Context: an optimization exercise on an open-source flow, tuned for small area and a short achievable clock period. The choices shown serve that exercise and are no tape-out recipe. Only simulation tests tie the RTL to the original design; equivalence was not proved. Power figures rest on the tool's default switching activity, not on a simulated workload.

==> branch umber: inputs <==
// joltage_select_sum
module joltage_select_sum #(
  parameter int MAX_K = 12,
  parameter int VAL_W = 40,
  parameter int SUM_W = 64,
  parameter int CNT_W = 32,
  localparam int KW   = $clog2(MAX_K+1)
)(
  input  logic             clk,
  input  logic             rst_n,
  input  logic [KW-1:0]    k_sel,
  input  logic [3:0]       in_digit,
  input  logic             in_last,
  input  logic             in_valid,
  output logic             in_ready,
  input  logic             sum_clr,
  output logic             line_valid,
  output logic [VAL_W-1:0] line_value,
  output logic             line_short,
  output logic [SUM_W-1:0] sum_out,
  output logic [CNT_W-1:0] lines_done,
  output logic [2:0]       error
);
clock: 9.0 ns
lec_check: 0
cap_margin: 20
core_margin: 2
core_utilization: 55
setup_slack_margin: 4.0
slew_margin: 20
standard.sh (not shown) runs the stock make flow with config.mk's settings and CLKGATE_MAP_FILE= SYNTH_SCRIPT=/design/flow/synth_recipe.tcl, a recipe that flattens the netlist after the stock synthesis.
==> flow/flow/run.sh <==
#!/bin/bash
set -euo pipefail
export BUFFER_PORTS_ARGS="-buffer_cell sky130_fd_sc_hd__buf_1"
export CTS_ARGS="-sink_clustering_enable -repair_clock_nets -dont_use_dummy_load"
bash standard.sh finish > standard_flow.log 2>&1
==> branch garnet (differences from branch umber) <==
==> flow/flow/run.sh (replaced) <==
#!/bin/bash
set -euo pipefail
export BUFFER_PORTS_ARGS="-buffer_cell sky130_fd_sc_hd__buf_1"
bash standard.sh finish > standard_flow.log 2>&1
--- a/flow/config.mk
+++ b/flow/config.mk
@@ -10,2 +10,3 @@
 export CORE_UTILIZATION = 55
+export CTS_BUF_LIST = sky130_fd_sc_hd__clkbuf_4
 export SETUP_SLACK_MARGIN = 4.0
==> comparison table <==
|  | branch umber | branch garnet |
|---|---|---|
| Outcome | timing/DRC/antenna clean | timing/DRC/antenna clean |
| Critical path launch point | val_p[3] | val_p[25] |
| Number of buffers created by CTS | 28 | 70 |
| Worst R2R Start | val_p[3] | shf_q[11] |
| First-pass GRT wire length | 73.1 mm | 74.2 mm |
| Clock-pin transition on the worst setup and hold timing paths | 50 ps | 60 ps |
| Cell mode on critical path | sky130_fd_sc_hd__a21oi_2 | sky130_fd_sc_hd__a21o_1 |
| Power in combinational cells | 2.48 mW | 2.56 mW |
| Area Growth Syn to Fin | 11.2% | 13.5% |
| Final std cell area, no fill | 0.0209 mm2 | 0.0213 mm2 |
| Count of clock-net buffers in the final layout | 28 | 102 |
| Share of the final layout cell area in multi-input gates | 55.1% | 54.7% |
| Power share of the sequential group | 31.9% | 30.9% |
| Worst IR drop on VDD | 0.156 mV | 0.138 mV |
| Level count of the clock H-tree | 1 | 3 |
| Vias per std cell | 5.51 | 5.42 |
| Static Leakage | 9.30 nW | 9.63 nW |
| Net count, final | 2377 | 2428 |
| Stages on the worst setup path | 13 | 12 |
| Met2 WL | 20.0 mm | 20.3 mm |

========
==> inputs of run a <==
Another version of the RTL of joltage_select_sum (not shown whole).
==> flow/config.mk <==
export PLATFORM = sky130hd
export DESIGN_NAME = joltage_select_sum
export DESIGN_NICKNAME = joltage_select_sum
export VERILOG_FILES = /design/flow/design.v
export SDC_FILE = /design/flow/constraint.sdc
export NUM_CORES = 4
export LEC_CHECK = 0
export CAP_MARGIN = 20
export CORE_MARGIN = 2
export CORE_UTILIZATION = 55
export PLACE_DENSITY = 0.7
export SETUP_SLACK_MARGIN = 4.4
export SLEW_MARGIN = 20
==> flow/constraint.sdc <==
create_clock -name core_clock -period 9.0 [get_ports {clk}]
set_input_delay 1.8000 -clock core_clock [delete_from_list [all_inputs] [get_ports {clk}]]
set_output_delay 1.8000 -clock core_clock [all_outputs]
set_load 0.01 [all_outputs]
==> flow/flow/run.sh <==
#!/bin/bash
set -euo pipefail
export BUFFER_PORTS_ARGS="-buffer_cell sky130_fd_sc_hd__buf_1"
export CTS_ARGS="-sink_clustering_enable -repair_clock_nets -dont_use_dummy_load"
bash standard.sh finish > standard_flow.log 2>&1
==> run b: changes against run a <==
Settings changed: PLACE_DENSITY 0.7 to unset, SETUP_SLACK_MARGIN 4.4 to 3.8.
==> run c: changes against run a <==
==> flow/flow/run.sh (replaced) <==
#!/bin/bash
set -euo pipefail
export BUFFER_PORTS_ARGS="-buffer_cell sky130_fd_sc_hd__buf_1"
export CTS_ARGS="-sink_clustering_enable -repair_clock_nets -dont_use_dummy_load -sink_clustering_size 24 -sink_clustering_max_diameter 100"
bash standard.sh finish > standard_flow.log 2>&1
Settings changed: CORE_UTILIZATION 55 to 60, PLACE_DENSITY 0.7 to unset, SETUP_SLACK_MARGIN 4.4 to 4.1.
==> results.txt <==
Run b ran to the end with no violations. Run c completed with no timing, DRC or antenna violations. Run a went through all stages and came out clean. Register-to-register slack, lowest first: run b, run c, run a. In die area, run b and run a do not differ. Against run b, the maximum frequency of run a is higher by about 6%. Against run a, the critical path depth of run c is higher by 3. Non-clock buffer count: run b is lower than run c (2). Wire length: run a > run b > run c. In synthesized area, run a and run c do not differ. Synthesized cell count is the same in run a and run c. Against run b, the via count of run c is higher by about 0.9%.

========
==> wip/delta: inputs <==
joltage_select_sum, a different RTL version from the one above (not shown whole).
==> module joltage_select_sum, before the edit <==
module joltage_select_sum #(
  parameter int MAX_K = 12,
  parameter int VAL_W = 40,
  parameter int SUM_W = 64,
  parameter int CNT_W = 32,
  localparam int KW   = $clog2(MAX_K+1)
)(
  input  logic             clk,
  input  logic             rst_n,
  input  logic [KW-1:0]    k_sel,
  input  logic [3:0]       in_digit,
  input  logic             in_last,
  input  logic             in_valid,
  output logic             in_ready,
  input  logic             sum_clr,
  output logic             line_valid,
  output logic [VAL_W-1:0] line_value,
  output logic             line_short,
  output logic [SUM_W-1:0] sum_out,
  output logic [CNT_W-1:0] lines_done,
  output logic [2:0]       error
);
  logic [MAX_K-1:0][3:0] dig, cand;
  logic [MAX_K-1:1] shf_q, asc_nxt, shf_nxt;
  logic [VAL_W-1:0] val_p, val_g, va_nxt, vb_nxt;
  logic [VAL_W-1:0] val;
  logic [KW-1:0]    cnt, k_r, k_nxt;
  logic             live, fin, rdy, in_line;
  logic             acc, upd, clr, dig_ok, k_ok, short_l, add_ok;
  logic [VAL_W:0]   add_lo;
  logic [SUM_W-1:0] sum_nxt;
  logic             carry;
  logic [CNT_W-1:0] lines_nxt;
  logic [2:0]       err_set;
  assign in_ready = rdy;
  assign acc      = in_valid && in_ready;
  assign dig_ok   = (in_digit <= 4'd9);
  assign upd      = acc && dig_ok;
  assign clr      = fin || !live;
  assign k_ok     = (k_sel != '0) && (k_sel <= KW'(MAX_K));
  assign short_l  = (cnt < k_r);
  assign add_ok   = fin && !short_l;
  assign k_nxt = in_line ? k_r : (k_ok ? k_sel : KW'(MAX_K));
  always_comb begin
    cand[0] = (shf_q[1] || in_digit > dig[0]) ? in_digit : dig[0];
    for (int j = 1; j < MAX_K; j++)
      cand[j] = shf_q[j] ? dig[j-1] : dig[j];
    for (int j = 1; j < MAX_K; j++)
      asc_nxt[j] = (KW'(j) < k_nxt) && (cand[j] < cand[j-1]);
    shf_nxt[MAX_K-1] = asc_nxt[MAX_K-1];
    for (int j = MAX_K-2; j >= 1; j--)
      shf_nxt[j] = shf_nxt[j+1] | asc_nxt[j];
  end
  jss_bcd2bin u_conv (.d(cand), .va(va_nxt), .vb(vb_nxt));
  assign line_valid = fin;
  assign line_short = fin && short_l;
  assign line_value = add_ok ? val : '0;
  jss_cpa_pg #(.W(VAL_W)) u_val (.p_in(val_p), .g_in(val_g), .s(val));
  jss_cpa_bk #(.W(VAL_W+1)) u_add (.a({1'b0, sum_out[VAL_W-1:0]}), .b({1'b0, val}), .s(add_lo));
  jss_inc #(.W(SUM_W-VAL_W)) u_inc_hi (.a(sum_out[SUM_W-1:VAL_W]), .ci(add_lo[VAL_W]), .s(sum_nxt[SUM_W-1:VAL_W]), .co(carry));
  assign sum_nxt[VAL_W-1:0] = add_lo[VAL_W-1:0];
  assign lines_nxt = lines_done + 1'b1;
  assign err_set = {add_ok && carry,
                    (fin && short_l) || (acc && !in_line && !k_ok),
                    acc && !dig_ok};
  always_ff @(posedge clk or negedge rst_n) begin
    if (!rst_n) begin
      live    <= 1'b0;
      fin     <= 1'b0;
      rdy     <= 1'b0;
    end else begin
      live <= 1'b1;
      fin  <= acc && in_last;
      rdy  <= !(acc && in_last);
    end
  end
  always_ff @(posedge clk) begin
    if (clr) begin
      in_line <= 1'b0;
      dig     <= '0;
      shf_q   <= '0;
      cnt     <= '0;
    end else begin
      if (acc) in_line <= !in_last;
      if (upd) begin
        dig   <= cand;
        shf_q <= shf_nxt;
        if (cnt != KW'(MAX_K)) cnt <= cnt + 1'b1;
      end
    end
  end
  always_ff @(posedge clk) begin
    if (acc && !in_line) k_r <= k_ok ? k_sel : KW'(MAX_K);
    if (upd) begin
      val_p <= va_nxt ^ vb_nxt;
      val_g <= va_nxt & vb_nxt;
    end
  end
  always_ff @(posedge clk or negedge rst_n) begin
    if (!rst_n) begin
      sum_out    <= '0;
      lines_done <= '0;
      error      <= '0;
    end else if (sum_clr) begin
      sum_out    <= '0;
      lines_done <= '0;
      error      <= '0;
    end else begin
      error <= error | err_set;
      if (fin) lines_done <= lines_nxt;
      if (add_ok) sum_out <= sum_nxt;
    end
  end
endmodule
clock: 9.0 ns
lec_check: 0
cap_margin: 20
core_margin: 2
core_utilization: 55
setup_slack_margin: 3.5
slew_margin: 20
run.sh (not shown) runs the stock make flow with config.mk's settings and CLKGATE_MAP_FILE= SYNTH_SCRIPT=/design/flow/synth_recipe.tcl, a recipe that flattens the netlist after the stock synthesis.
Stock flow here: none of the scripts above is used.
==> inputs of wip/willow, as changes to wip/delta <==
--- a/flow/design.v
+++ b/flow/design.v
@@ -57,5 +57,5 @@
   assign line_value = add_ok ? val : '0;
   jss_cpa_pg #(.W(VAL_W)) u_val (.p_in(val_p), .g_in(val_g), .s(val));
-  jss_cpa_bk #(.W(VAL_W+1)) u_add (.a({1'b0, sum_out[VAL_W-1:0]}), .b({1'b0, val}), .s(add_lo));
+  jss_cpa_sklansky #(.W(VAL_W+1)) u_add (.a({1'b0, sum_out[VAL_W-1:0]}), .b({1'b0, val}), .s(add_lo));
   jss_inc #(.W(SUM_W-VAL_W)) u_inc_hi (.a(sum_out[SUM_W-1:VAL_W]), .ci(add_lo[VAL_W]), .s(sum_nxt[SUM_W-1:VAL_W]), .co(carry));
   assign sum_nxt[VAL_W-1:0] = add_lo[VAL_W-1:0];
==> flow/flow/run.sh (new file) <==
#!/bin/bash
set -euo pipefail
export BUFFER_PORTS_ARGS="-buffer_cell sky130_fd_sc_hd__buf_1"
bash standard.sh finish > standard_flow.log 2>&1
==> flow/standard.sh (new file) <==
#!/bin/bash
# synth_recipe.tcl (not shown) runs the flow's synth.tcl, then flattens the netlist and writes it again
# the make line also repeats each setting of config.mk as NAME=value (left out here)
make -C /OpenROAD-flow-scripts/flow DESIGN_CONFIG=/design/flow/config.mk WORK_HOME=/design/flow/orfs CLKGATE_MAP_FILE= SYNTH_SCRIPT=/design/flow/synth_recipe.tcl "${@:-finish}"
--- a/flow/config.mk
+++ b/flow/config.mk
@@ -9,4 +9,4 @@
 export CORE_MARGIN = 2
 export CORE_UTILIZATION = 55
-export SETUP_SLACK_MARGIN = 3.5
+export SETUP_SLACK_MARGIN = 4.5
 export SLEW_MARGIN = 20
removed: flow/run.sh
==> inputs of wip/onyx, as changes to wip/delta <==
--- a/flow/design.v
+++ b/flow/design.v
@@ -57,5 +57,5 @@
   assign line_value = add_ok ? val : '0;
   jss_cpa_pg #(.W(VAL_W)) u_val (.p_in(val_p), .g_in(val_g), .s(val));
-  jss_cpa_bk #(.W(VAL_W+1)) u_add (.a({1'b0, sum_out[VAL_W-1:0]}), .b({1'b0, val}), .s(add_lo));
+  jss_cpa_sklansky #(.W(VAL_W+1)) u_add (.a({1'b0, sum_out[VAL_W-1:0]}), .b({1'b0, val}), .s(add_lo));
   jss_inc #(.W(SUM_W-VAL_W)) u_inc_hi (.a(sum_out[SUM_W-1:VAL_W]), .ci(add_lo[VAL_W]), .s(sum_nxt[SUM_W-1:VAL_W]), .co(carry));
   assign sum_nxt[VAL_W-1:0] = add_lo[VAL_W-1:0];
==> flow/flow/run.sh (new file) <==
#!/bin/bash
set -euo pipefail
export BUFFER_PORTS_ARGS="-buffer_cell sky130_fd_sc_hd__buf_1"
export CTS_ARGS="-sink_clustering_enable -repair_clock_nets -dont_use_dummy_load"
bash standard.sh finish > standard_flow.log 2>&1
==> flow/standard.sh (new file) <==
#!/bin/bash
# synth_recipe.tcl (not shown) runs the flow's synth.tcl, then flattens the netlist and writes it again
# the make line also repeats each setting of config.mk as NAME=value (left out here)
make -C /OpenROAD-flow-scripts/flow DESIGN_CONFIG=/design/flow/config.mk WORK_HOME=/design/flow/orfs CLKGATE_MAP_FILE= SYNTH_SCRIPT=/design/flow/synth_recipe.tcl "${@:-finish}"
--- a/flow/config.mk
+++ b/flow/config.mk
@@ -8,5 +8,6 @@
 export CAP_MARGIN = 20
 export CORE_MARGIN = 2
-export CORE_UTILIZATION = 55
-export SETUP_SLACK_MARGIN = 3.5
+export CORE_UTILIZATION = 65
+export PLACE_DENSITY = 0.75
+export SETUP_SLACK_MARGIN = 4.0
 export SLEW_MARGIN = 20
removed: flow/run.sh
==> inputs of wip/xenon, as changes to wip/delta <==
--- a/flow/config.mk
+++ b/flow/config.mk
@@ -9,4 +9,4 @@
 export CORE_MARGIN = 2
 export CORE_UTILIZATION = 55
-export SETUP_SLACK_MARGIN = 3.5
+export SETUP_SLACK_MARGIN = 4.0
 export SLEW_MARGIN = 20
==> impl_metrics.tcl <==
set metrics [dict create \
    setup_ws_ns 3.65 \
    timing.final.crit_share_pct 59.4 \
    outcome "finished clean" \
    holdWs_ns 0.496 \
    die-area_um2 36100 \
    synthAdderAreaFrac_pct 29.1 \
    dpl-instance-area_um2 21100 \
    crit_fanout 4 \
    clock_buffers 37 \
    max_freq_mhz 187 \
    clkLatencyLatePin_ns 0.58 \
    viasPerCell 5.55 \
    ys_seq_area_share_pct 33.1 \
]
Source of the figures above: wip/delta

==> impl_metrics.tcl <==
set metrics [dict create \
    outcome "finished clean" \
    clkLatencyLatePin_ns 0.55 \
    dpl-instance-area_um2 19800 \
    ys_seq_area_share_pct 33.5 \
    synthAdderAreaFrac_pct 28.0 \
    crit_fanout 4 \
    timing.final.crit_share_pct 56.5 \
    setup_ws_ns 3.91 \
]
Source of the figures above: wip/onyx

==> impl_metrics.tcl <==
set metrics [dict create \
    die-area_um2 35700 \
    synthesis.instances 1887 \
    clkLatencyLatePin_ns 0.57 \
    gp_congestion 0.920 \
    outcome "finished clean" \
    setup_ws_ns 3.86 \
    dpl-instance-area_um2 19900 \
    clock_buffers 38 \
    holdWs_ns 0.505 \
    hold_buffers 0 \
    synthAdderAreaFrac_pct 28.0 \
    p_sw_mw 2.17 \
    max_freq_mhz 195 \
    crit_fanout 3 \
    viasPerCell 5.51 \
    ys_seq_area_share_pct 33.5 \
]
Source of the figures above: wip/willow

==> impl_metrics.tcl <==
set metrics [dict create \
    timing.final.crit_share_pct 56.4 \
    crit_fanout 4 \
    die-area_um2 36100 \
    outcome "finished clean" \
    setup_ws_ns 3.92 \
    max_freq_mhz 197 \
    clock_buffers 36 \
    dpl-instance-area_um2 21100 \
    clkLatencyLatePin_ns 0.58 \
    viasPerCell 5.53 \
]
Source of the figures above: wip/xenon

separate check: timing with driven ports:
In the flow no input, the clock included, has a driving cell. The finished layouts below were timed again as built, in two steps. Step 1, drivers: a clkbuf_16 drives clk and a buf_2 each remaining input, both assumed. Step 2 moves the port delays by t, midway between the first and last clock arrival at a register: inputs arrive t later, outputs are due t later. That takes back most of the time a late clock gives input paths. Slacks: ideal / step 1 / step 2; pairs: ideal / step 1.
run	t, ns	slack for setup (ns)	worst setup path after step 2	clock arrival spread, ns	slew at the worst register clock pin (ns)
branch umber	0.593	3.973 / 3.922 / 4.200	register to register	0.027 / 0.027	0.06 / 0.06
branch garnet	0.786	3.804 / 3.755 / 4.223	register to register	0.039 / 0.039	0.08 / 0.08
run a	0.578	4.232 / 4.180 / 4.047	input to register	0.046 / 0.046	0.06 / 0.06
run b	0.574	3.929 / 3.929 / 3.497	input to register	0.052 / 0.053	0.06 / 0.06
run c	0.530	4.187 / 4.151 / 3.790	input to register	0.026 / 0.025	0.10 / 0.10
wip/delta	0.627	3.651 / 3.597 / 3.888	register to register	0.019 / 0.019	0.06 / 0.06
wip/willow	0.616	3.862 / 3.810 / 3.988	register to register	0.016 / 0.016	0.06 / 0.06
wip/onyx	0.579	3.913 / 3.866 / 4.145	register to register	0.045 / 0.044	0.06 / 0.06
wip/xenon	0.627	3.920 / 3.867 / 3.990	input to register	0.014 / 0.014	0.07 / 0.07
After both steps setup and hold are still met in every run listed. The setup slack of run b, which loses most, moves by 0.000 ns with the drivers and by -0.432 ns with both steps.
